Source: an optimization exercise on an open RTL-to-GDS flow (aim: small area). Production flows keep margins and buffers that such runs may drop.
Only simulation tests tie the RTL to the original design; equivalence was not proved.

`config.mk`:
```
export PLATFORM = sky130hd
export DESIGN_NAME = cpuTop
export DESIGN_NICKNAME = cpuTop
export VERILOG_FILES = /design/flow/design.v
export SDC_FILE = /design/flow/constraint.sdc
export NUM_CORES = 4
export LEC_CHECK = 0
export CAP_MARGIN = 20
export CORE_MARGIN = 2
export CORE_UTILIZATION = 40
export SLEW_MARGIN = 20
```
`constraint.sdc`:
```
create_clock -name core_clock -period 10.0 [get_ports {clk}]
set_input_delay 2.0000 -clock core_clock [delete_from_list [all_inputs] [get_ports {clk}]]
set_output_delay 2.0000 -clock core_clock [all_outputs]
set_load 0.01 [all_outputs]
```
`design.v`:
```
`default_nettype none
package isaPkg;
	typedef logic [15:0] word_t;
	typedef logic [3:0] regAddr_t;
	typedef logic [1:0] regPrefix_t;
	typedef enum logic [3:0] {
		opLw   = 4'b0001,
		opSw   = 4'b0010,
		opJmp  = 4'b0011,
		opBeq  = 4'b0100,
		opBnq  = 4'b0101,
		opAdd  = 4'b1000,
		opAddi = 4'b1001,
		opNand = 4'b1011,
		opSub  = 4'b1100,
		opOr   = 4'b1111
	} opcode_t;
	localparam regPrefix_t baseRegPrefix = 2'b10;
	localparam regPrefix_t dataRegPrefix = 2'b11;
	typedef struct packed {
		opcode_t opcode;
		regAddr_t rs1;
		regAddr_t rs2;
		regAddr_t rd;
		regAddr_t baseReg;
		regAddr_t memReg;
		word_t simm8;
		word_t memOffset;
		word_t jumpOffset;
	} instrFields_t;
endpackage
`default_nettype wire
`default_nettype none
package ctrlPkg;
	typedef enum logic [1:0] {
		aluAdd,
		aluSub,
		aluNand,
		aluOr
	} aluOp_t;
	typedef enum logic [1:0] {
		srcPc,
		srcRs1,
		srcRd,
		srcBase
	} srcA_t;
	typedef enum logic [2:0] {
		srcRs2,
		srcOne,
		srcSimm8,
		srcMemOffset,
		srcJumpOffset
	} srcB_t;
	typedef struct packed {
		aluOp_t aluOp;
		srcA_t srcA;
		srcB_t srcB;
		logic pcWrite;
		logic pcFromReg;
		logic branchEq;
		logic branchNe;
		logic irWrite;
		logic regWrite;
		logic regDstRd;
		logic memToReg;
		logic memRead;
		logic memWrite;
	} ctrlSig_t;
	localparam ctrlSig_t ctrlIdle = '0;
endpackage
`default_nettype wire
`timescale 1ns/100ps
`default_nettype none
module instrDecode (
	input wire clk,
	input wire rst,
	input wire isaPkg::word_t instr,
	input wire irWrite,
	output isaPkg::instrFields_t fields
);
	isaPkg::word_t irReg;
	always_ff @(posedge clk or posedge rst) begin
		if (rst) begin
			irReg <= '0;
		end else if (irWrite) begin
			irReg <= instr;
		end
	end
	always_comb begin
		fields.opcode = isaPkg::opcode_t'(irReg[15:12]);
		fields.rd = irReg[11:8];
		fields.rs1 = irReg[7:4];
		fields.rs2 = irReg[3:0];
		fields.baseReg = {isaPkg::baseRegPrefix, irReg[9:8]};
		fields.memReg = {isaPkg::dataRegPrefix, irReg[11:10]};
		fields.simm8 = {{8{irReg[7]}}, irReg[7:0]};
		fields.memOffset = {{7{irReg[7]}}, irReg[7:0], 1'b0};
		fields.jumpOffset = {{4{irReg[11]}}, irReg[11:0]};
	end
endmodule
`default_nettype wire
`timescale 1ns/100ps
`default_nettype none
module regFile (
	input wire clk,
	input wire rst,
	input wire isaPkg::instrFields_t fields,
	input wire regWrite,
	input wire regDstRd,
	input wire memToReg,
	input wire isaPkg::word_t aluOutReg,
	input wire isaPkg::word_t mdrReg,
	output isaPkg::word_t rs1Data,
	output isaPkg::word_t rs2Data,
	output isaPkg::word_t rdData,
	output isaPkg::word_t baseData,
	output isaPkg::word_t memDataReg
);
	isaPkg::word_t regs [16];
	isaPkg::regAddr_t wrAddr;
	isaPkg::word_t wrData;
	assign wrAddr = regDstRd ? fields.rd : fields.memReg;
	assign wrData = memToReg ? mdrReg : aluOutReg;
	always_ff @(posedge clk or posedge rst) begin
		if (rst) begin
			for (int i = 0; i < 16; i++) begin
				regs[i] <= '0;
			end
		end else if (regWrite && wrAddr != '0) begin
			regs[wrAddr] <= wrData;
		end
	end
	assign rs1Data = regs[fields.rs1];
	assign rs2Data = regs[fields.rs2];
	assign rdData = regs[fields.rd];
	assign baseData = regs[fields.baseReg];
	assign memDataReg = regs[fields.memReg];
endmodule
`default_nettype wire
`timescale 1ns/100ps
`default_nettype none
module executeUnit #(
	parameter isaPkg::word_t resetPc = '0
) (
	input wire clk,
	input wire rst,
	input wire ctrlPkg::ctrlSig_t ctrl,
	input wire isaPkg::instrFields_t fields,
	input wire isaPkg::word_t rs1Data,
	input wire isaPkg::word_t rs2Data,
	input wire isaPkg::word_t rdData,
	input wire isaPkg::word_t baseData,
	input wire isaPkg::word_t dataRdData,
	output isaPkg::word_t instrAddr,
	output isaPkg::word_t aluOutReg,
	output isaPkg::word_t mdrReg
);
	isaPkg::word_t pc;
	isaPkg::word_t opA;
	isaPkg::word_t opB;
	isaPkg::word_t aluResult;
	logic zero;
	logic branchTaken;
	always_comb begin
		case (ctrl.srcA)
			ctrlPkg::srcRs1: opA = rs1Data;
			ctrlPkg::srcRd: opA = rdData;
			ctrlPkg::srcBase: opA = baseData;
			default: opA = pc;
		endcase
		case (ctrl.srcB)
			ctrlPkg::srcOne: opB = 16'd1;
			ctrlPkg::srcSimm8: opB = fields.simm8;
			ctrlPkg::srcMemOffset: opB = fields.memOffset;
			ctrlPkg::srcJumpOffset: opB = fields.jumpOffset;
			default: opB = rs2Data;
		endcase
	end
	always_comb begin
		case (ctrl.aluOp)
			ctrlPkg::aluSub: aluResult = opA - opB;
			ctrlPkg::aluNand: aluResult = ~(opA & opB);
			ctrlPkg::aluOr: aluResult = opA | opB;
			default: aluResult = opA + opB;
		endcase
	end
	assign zero = (aluResult == '0);
	assign branchTaken = (ctrl.branchEq && zero) || (ctrl.branchNe && !zero);
	always_ff @(posedge clk or posedge rst) begin
		if (rst) begin
			pc <= resetPc;
		end else if (ctrl.pcWrite) begin
			pc <= aluResult;
		end else if (ctrl.pcFromReg && branchTaken) begin
			pc <= rdData;
		end
	end
	always_ff @(posedge clk) begin
		aluOutReg <= aluResult;
		mdrReg <= dataRdData;
	end
	assign instrAddr = pc;
endmodule
`default_nettype wire
`timescale 1ns/100ps
`default_nettype none
module cpuControl (
	input wire clk,
	input wire rst,
	input wire isaPkg::opcode_t opcode,
	output ctrlPkg::ctrlSig_t ctrl
);
	typedef enum logic [3:0] {
		fetch,
		decode,
		exR,
		exAddi,
		exBranchEq,
		exBranchNe,
		exJmp,
		exMem,
		memLoad,
		memStore,
		writeAlu,
		writeLoad
	} state_t;
	state_t state;
	state_t nextState;
	function automatic ctrlPkg::aluOp_t rTypeOp(isaPkg::opcode_t op);
		case (op)
			isaPkg::opSub: rTypeOp = ctrlPkg::aluSub;
			isaPkg::opNand: rTypeOp = ctrlPkg::aluNand;
			isaPkg::opOr: rTypeOp = ctrlPkg::aluOr;
			default: rTypeOp = ctrlPkg::aluAdd;
		endcase
	endfunction
	always_ff @(posedge clk or posedge rst) begin
		if (rst) begin
			state <= fetch;
		end else begin
			state <= nextState;
		end
	end
	always_comb begin
		nextState = fetch;
		case (state)
			fetch: nextState = decode;
			decode: begin
				case (opcode)
					isaPkg::opAdd, isaPkg::opSub, isaPkg::opNand, isaPkg::opOr: nextState = exR;
					isaPkg::opAddi: nextState = exAddi;
					isaPkg::opBeq: nextState = exBranchEq;
					isaPkg::opBnq: nextState = exBranchNe;
					isaPkg::opJmp: nextState = exJmp;
					isaPkg::opLw, isaPkg::opSw: nextState = exMem;
					default: nextState = fetch;
				endcase
			end
			exR, exAddi: nextState = writeAlu;
			exMem: nextState = (opcode == isaPkg::opLw) ? memLoad : memStore;
			memLoad: nextState = writeLoad;
			default: nextState = fetch;
		endcase
	end
	always_comb begin
		ctrl = ctrlPkg::ctrlIdle;
		case (state)
			fetch: begin
				ctrl.srcB = ctrlPkg::srcOne;
				ctrl.pcWrite = 1'b1;
				ctrl.irWrite = 1'b1;
			end
			exR: begin
				ctrl.aluOp = rTypeOp(opcode);
				ctrl.srcA = ctrlPkg::srcRs1;
			end
			exAddi: begin
				ctrl.srcA = ctrlPkg::srcRd;
				ctrl.srcB = ctrlPkg::srcSimm8;
			end
			exBranchEq, exBranchNe: begin
				ctrl.aluOp = ctrlPkg::aluSub;
				ctrl.srcA = ctrlPkg::srcRs1;
				ctrl.pcFromReg = 1'b1;
				ctrl.branchEq = (state == exBranchEq);
				ctrl.branchNe = (state == exBranchNe);
			end
			exJmp: begin
				ctrl.srcB = ctrlPkg::srcJumpOffset;
				ctrl.pcWrite = 1'b1;
			end
			exMem: begin
				ctrl.srcA = ctrlPkg::srcBase;
				ctrl.srcB = ctrlPkg::srcMemOffset;
			end
			memLoad: ctrl.memRead = 1'b1;
			memStore: ctrl.memWrite = 1'b1;
			writeAlu: begin
				ctrl.regWrite = 1'b1;
				ctrl.regDstRd = 1'b1;
			end
			writeLoad: begin
				ctrl.regWrite = 1'b1;
				ctrl.memToReg = 1'b1;
			end
			default: ctrl = ctrlPkg::ctrlIdle;
		endcase
	end
endmodule
`default_nettype wire
`timescale 1ns/100ps
`default_nettype none
module cpuTop #(
	parameter isaPkg::word_t resetPc = '0
) (
	input wire clk,
	input wire rst,
	input wire isaPkg::word_t instr,
	output isaPkg::word_t instrAddr,
	output isaPkg::word_t dataAddr,
	output isaPkg::word_t dataWrData,
	output logic dataWrite,
	output logic dataRead,
	input wire isaPkg::word_t dataRdData
);
	ctrlPkg::ctrlSig_t ctrl;
	isaPkg::instrFields_t fields;
	isaPkg::word_t rs1Data;
	isaPkg::word_t rs2Data;
	isaPkg::word_t rdData;
	isaPkg::word_t baseData;
	isaPkg::word_t memDataReg;
	isaPkg::word_t aluOutReg;
	isaPkg::word_t mdrReg;
	cpuControl cpuControl_i (
		.clk(clk),
		.rst(rst),
		.opcode(fields.opcode),
		.ctrl(ctrl)
	);
	instrDecode instrDecode_i (
		.clk(clk),
		.rst(rst),
		.instr(instr),
		.irWrite(ctrl.irWrite),
		.fields(fields)
	);
	regFile regFile_i (
		.clk(clk),
		.rst(rst),
		.fields(fields),
		.regWrite(ctrl.regWrite),
		.regDstRd(ctrl.regDstRd),
		.memToReg(ctrl.memToReg),
		.aluOutReg(aluOutReg),
		.mdrReg(mdrReg),
		.rs1Data(rs1Data),
		.rs2Data(rs2Data),
		.rdData(rdData),
		.baseData(baseData),
		.memDataReg(memDataReg)
	);
	executeUnit #(
		.resetPc(resetPc)
	) executeUnit_i (
		.clk(clk),
		.rst(rst),
		.ctrl(ctrl),
		.fields(fields),
		.rs1Data(rs1Data),
		.rs2Data(rs2Data),
		.rdData(rdData),
		.baseData(baseData),
		.dataRdData(dataRdData),
		.instrAddr(instrAddr),
		.aluOutReg(aluOutReg),
		.mdrReg(mdrReg)
	);
	assign dataAddr = aluOutReg;
	assign dataWrData = memDataReg;
	assign dataWrite = ctrl.memWrite;
	assign dataRead = ctrl.memRead;
endmodule
`default_nettype wire
```
`run.sh`:
```
#!/bin/bash
# synth_recipe.tcl (not shown) runs the flow's synth.tcl, then flattens the netlist and writes it again
# the make line also repeats each setting of config.mk as NAME=value (left out here)
make -C /OpenROAD-flow-scripts/flow DESIGN_CONFIG=/design/flow/config.mk WORK_HOME=/design/flow/orfs CLKGATE_MAP_FILE= SYNTH_SCRIPT=/design/flow/synth_recipe.tcl finish
```
==> run_results.csv <==
group,metric,value,unit
worst_setup_path,crit_buf_inv,1,
worst_setup_path,path_delay_family,"compound AO/OA/AOI/OAI gates",
hold_path,min-delay-start,"regFile_i.regs[0][9]$_DFFE_PP0P_",
final_layout,syn_to_final_growth,11.8,%
global_route,grt_pass1_wl,180000,um
synthesis,synthArstFlopShare,90.1,%
clock_tree,cts_tree,"done",
synthesis,synth_area_leaders,"dfrtp_1, o21ai_0, nand2_1",
floorplan,initial_utilization,40.4,%
place,place_hpwl,94400,um
clock_tree,root_buffer,"clkbuf_16",
final_layout,fillCellCount,5329,
synthesis,synth_top_cell_by_area,"dfrtp_1",
timing,hold_viol,0,
clock_tree,cts_setup_buffers,0,
drt,wl,132000,um
hold_path,hold_depth,0,
drt,ant_nets,0,
global_route,first_global_vias,21800,
drt,avgViaCountPerCell,7.09,
timing,drv_slew,0,
synthesis,synth_enable_flop_cells,0,
place,finalWeightedCongestion,1.09,
synthesis,syn_inst,2548,
synthesis,ys_warn_count,5,
floorplan,ioPinCount,84,
global_route,antenna_found_initial,9,
worst_setup_path,r2r_start,"instrDecode_i.irReg[2]$_DFFE_PP0P_",
clock_tree,cts_hold_buf,0,
worst_setup_path,cp_data_arrival_time,8230,ps
timing,post-route-period-util,77.2,%
clock_tree,htreeDepth,2,
final_layout,drive_gt1_share,12.1,%
worst_setup_path,r2r-end,"executeUnit_i.pc[0]$_DFFE_PP0P_",
clock_tree,clock_sinks,324,
timing,finalSetupViolCount,0,
worst_setup_path,crit_slowest_cell,"dfrtp_2",
final_layout,seqCellArea,7970,um^2
timing,tightest_slew,1260,ps
worst_setup_path,critPathKind,"reg -> reg",
synthesis,synth_fp_nets,2605,
global_route,grt_use_total,45.7,%
job,maxCapViolCount,0,
final_layout,final_area,24800,um^2
synthesis,synth_flop_cell,"dfrtp_1",
clock_tree,insertion_delay,580,ps
drt,drt-initial-drc-count,3898,
timing,rsz0062_at_grt,"false",
floorplan,die_w,240,um
worst_setup_path,crit_chain,"buf_4 > nor2_1 > a22o_1 > a222oi_1 > a31oi_1 > nor3_1 > ha_1 > nor2_1 > xor2_1 > ha_1 > a21oi_1 > o21ai_0 > o41ai_1 > o21ba_2 > xnor2_1 > o221a_2 > o21bai_1 > nor4_1 > nor4b_2 > nand4_2 > xnor2_2 > a21oi_2 > a221o_1",
clock_tree,clkSlewWorstSetupHoldPaths,70,ps
drt,drt-pass1-iter-count,9,
drt,drcViolationCount,0,
global_route,grt_remaining_overflow,0,
worst_setup_path,startpoint_type,"register",
clock_tree,cts.repair.resized,0,
worst_setup_path,cpPeakStageDelay,920,ps
synthesis,synth_top_area_share,32.9,%
hold_path,worstHoldEndpoint,"regFile_i.regs[0][9]$_DFFE_PP0P_",
floorplan,die_h,240,um
final_layout,nNetsFinal,2560,
synthesis,syn_area,22200,um^2
place,portBuffers,83,
timing,max_slew_margin,15.9,%
hold_path,hold_class,"reg -> reg",
worst_setup_path,critical_path.max_fanout,43,
place,placed_cell_area,23600,um^2
timing,period_minus_slack,7720,ps
clock_tree,cts_buffers,39,
floorplan,dieArea,57400,um^2
floorplan,rows,86,
final_layout,multi_input_area,13000,um^2
clock_tree,clockBufferDepth,3,
floorplan,core,55000,um^2
synthesis,synth.avg_cell_area,8.72,um^2
synthesis,ys_ff_latch,324,
synthesis,synth_cell_type_count,107,
global_route,grt_start_max_net_pins,134,
timing,fmax,129,MHz
worst_setup_path,reg2reg_slack,2280,ps
timing,fin_worst_skew,26.0,ps
worst_setup_path,rr_worst_depth,23,
worst_setup_path,end_kind,"register",
synthesis,yosysSeqAreaShare,35.8,%
drt,vias,23300,
drt,routedWlPerCell,40.3,um
run_status,outcome,"complete, no violations",
worst_setup_path,worst-endpoint-required,10510,ps
timing,tns,0,ps
[sequential cells by signal, summed over array words and instances, names as in the netlist]
register and cells:
instrDecode_i.irReg 16, executeUnit_i.aluOutReg 16, executeUnit_i.pc 16, cpuControl_i.state 4, executeUnit_i.mdrReg 16, regFile_i.regs 256
[cell type report]
| cell class | instances | share of cell area, % |
|---|---|---|
| flip-flops and latches | 324 | 32.1 |
| multi-input cells | 1927 | 52.4 |
| diodes | 3 | 0.0302 |
| clock buffers | 57 | 4.54 |
| repair buffers | 167 | 6.12 |
| inverters | 44 | 0.681 |
| clock inverters | 13 | 0.338 |
| well taps | 748 | 3.77 |
[worst reg2reg max path: stages, from the launching register on]
cell and delay (ps):
dfrtp_2 920, buf_4 640, nor2_1 330, a22o_1 270, a222oi_1 350, a31oi_1 180, nor3_1 420, ha_1 300
nor2_1 80, xor2_1 190, ha_1 370, a21oi_1 210, o21ai_0 170, o41ai_1 590, o21ba_2 220, xnor2_1 60
o221a_2 290, o21bai_1 210, nor4_1 260, nor4b_2 300, nand4_2 170, xnor2_2 180, a21oi_2 660, a221o_1 270
[how the worst max path moves through the flow]
stage                                                   from                                to  slack (ps)  cells past startpoint
after floorplan           instrDecode_i.irReg[7]$_DFFE_PP0P_   executeUnit_i.pc[0]$_DFFE_PP0P_        3960                     31
after global placement    instrDecode_i.irReg[2]$_DFFE_PP0P_   executeUnit_i.pc[2]$_DFFE_PP0P_        2710                     23
after detailed placement  instrDecode_i.irReg[2]$_DFFE_PP0P_  executeUnit_i.pc[13]$_DFFE_PP0P_        2530                     23
after CTS                 instrDecode_i.irReg[2]$_DFFE_PP0P_  executeUnit_i.pc[13]$_DFFE_PP0P_        2470                     23
after global routing      instrDecode_i.irReg[2]$_DFFE_PP0P_  executeUnit_i.pc[13]$_DFFE_PP0P_        1820                     23
final                     instrDecode_i.irReg[2]$_DFFE_PP0P_   executeUnit_i.pc[0]$_DFFE_PP0P_        2280                     23
[Yosys cell counts, types with 46 or more instances]
cell	n
a21oi_1	132
nand3_1	54
mux2_2	47
nor2b_1	46
nand2_1	319
buf_2	70
a22oi_1	48
dfrtp_1	292
a22o_1	46
clkbuf_1	139
mux2i_1	106
o21ai_0	303
nor2_1	127
[layout by cell type, fill, tap and decap left out, types with 25 or more instances in the layout]
cell               n
nand2_1          308
o21ai_0          303
dfrtp_1          280
a21oi_1          132
nor2_1           124
mux2i_1           97
clkdlybuf4s50_1   83
buf_4             80
nand3_1           54
a22oi_1           48
mux2_2            47
a22o_1            46
a31oi_1           43
nor2b_1           42
clkbuf_16         41
inv_1             39
and3_1            35
a221o_1           34
mux4_2            32
dfxtp_1           32
nand3b_1          30
and2_1            28
nand2b_1          28
nor3_1            25
[layer usage]
layer	share of wire, %	vias up	global-route usage (%)
met5	0.095	-	1.30
met4	9.3	4	34.0
li1	-	9433	-
met2	41	1809	65.2
met1	39	11500	58.3
met3	11	545	13.4
[metrics by stage]
| step | hold WS [ps] | util (%) | setup slack, ps | std cells |
|---|---|---|---|---|
| 2_1_floorplan | 458 | - | 3960 | 2548 |
| 6_report | 456 | 45.1 | 2280 | 3283 |
| 3_3_place_gp | 446 | 42.8 | 2710 | 3209 |
| 3_5_place_dp | 432 | 42.8 | 2530 | 3209 |
| 4_1_cts | 445 | 45.0 | 2470 | 3279 |
| 5_1_grt | 453 | 45.1 | 1820 | 3280 |
[logic make-up after synthesis]
| family | after synthesis | share of synthesized area [%] |
|---|---|---|
| compound gates | 891 | 27.1 |
| flops | 324 | 35.8 |
| xor+xnor | 27 | 1.10 |
| simple gates | 799 | 18.1 |
| buf+inv | 297 | 6.10 |
| fa+ha+maj | 23 | 1.33 |
| mux | 187 | 10.5 |

## port drivers added, routing unchanged
How much do the figures lean on ideal ports? The routed layout below was timed once more, with nothing changed but the port constraints. Step 1 assumes that a clkbuf_16 drives the clock port and a buf_2 every other input. Step 2, shift: input delay + t, output delay - t, t = (earliest + latest rising clock arrival at the registers) / 2. This alone moves slack from input paths to output paths. Three values: ideal ports, drivers, drivers and shift; two values: the first two.
t, ns: 0.631
setup WS [ns]: 2.277 / 2.277 / 2.277
clock arrival spread, ns: 0.026 / 0.027
slew at the worst register clock pin (ns): 0.08 / 0.08
worst slew at a driven data input, ns: 0.05
After both steps setup and hold are still met in this run. For this run, drivers alone change the setup slack by 0.000 ns; drivers and shift together by 0.000 ns.
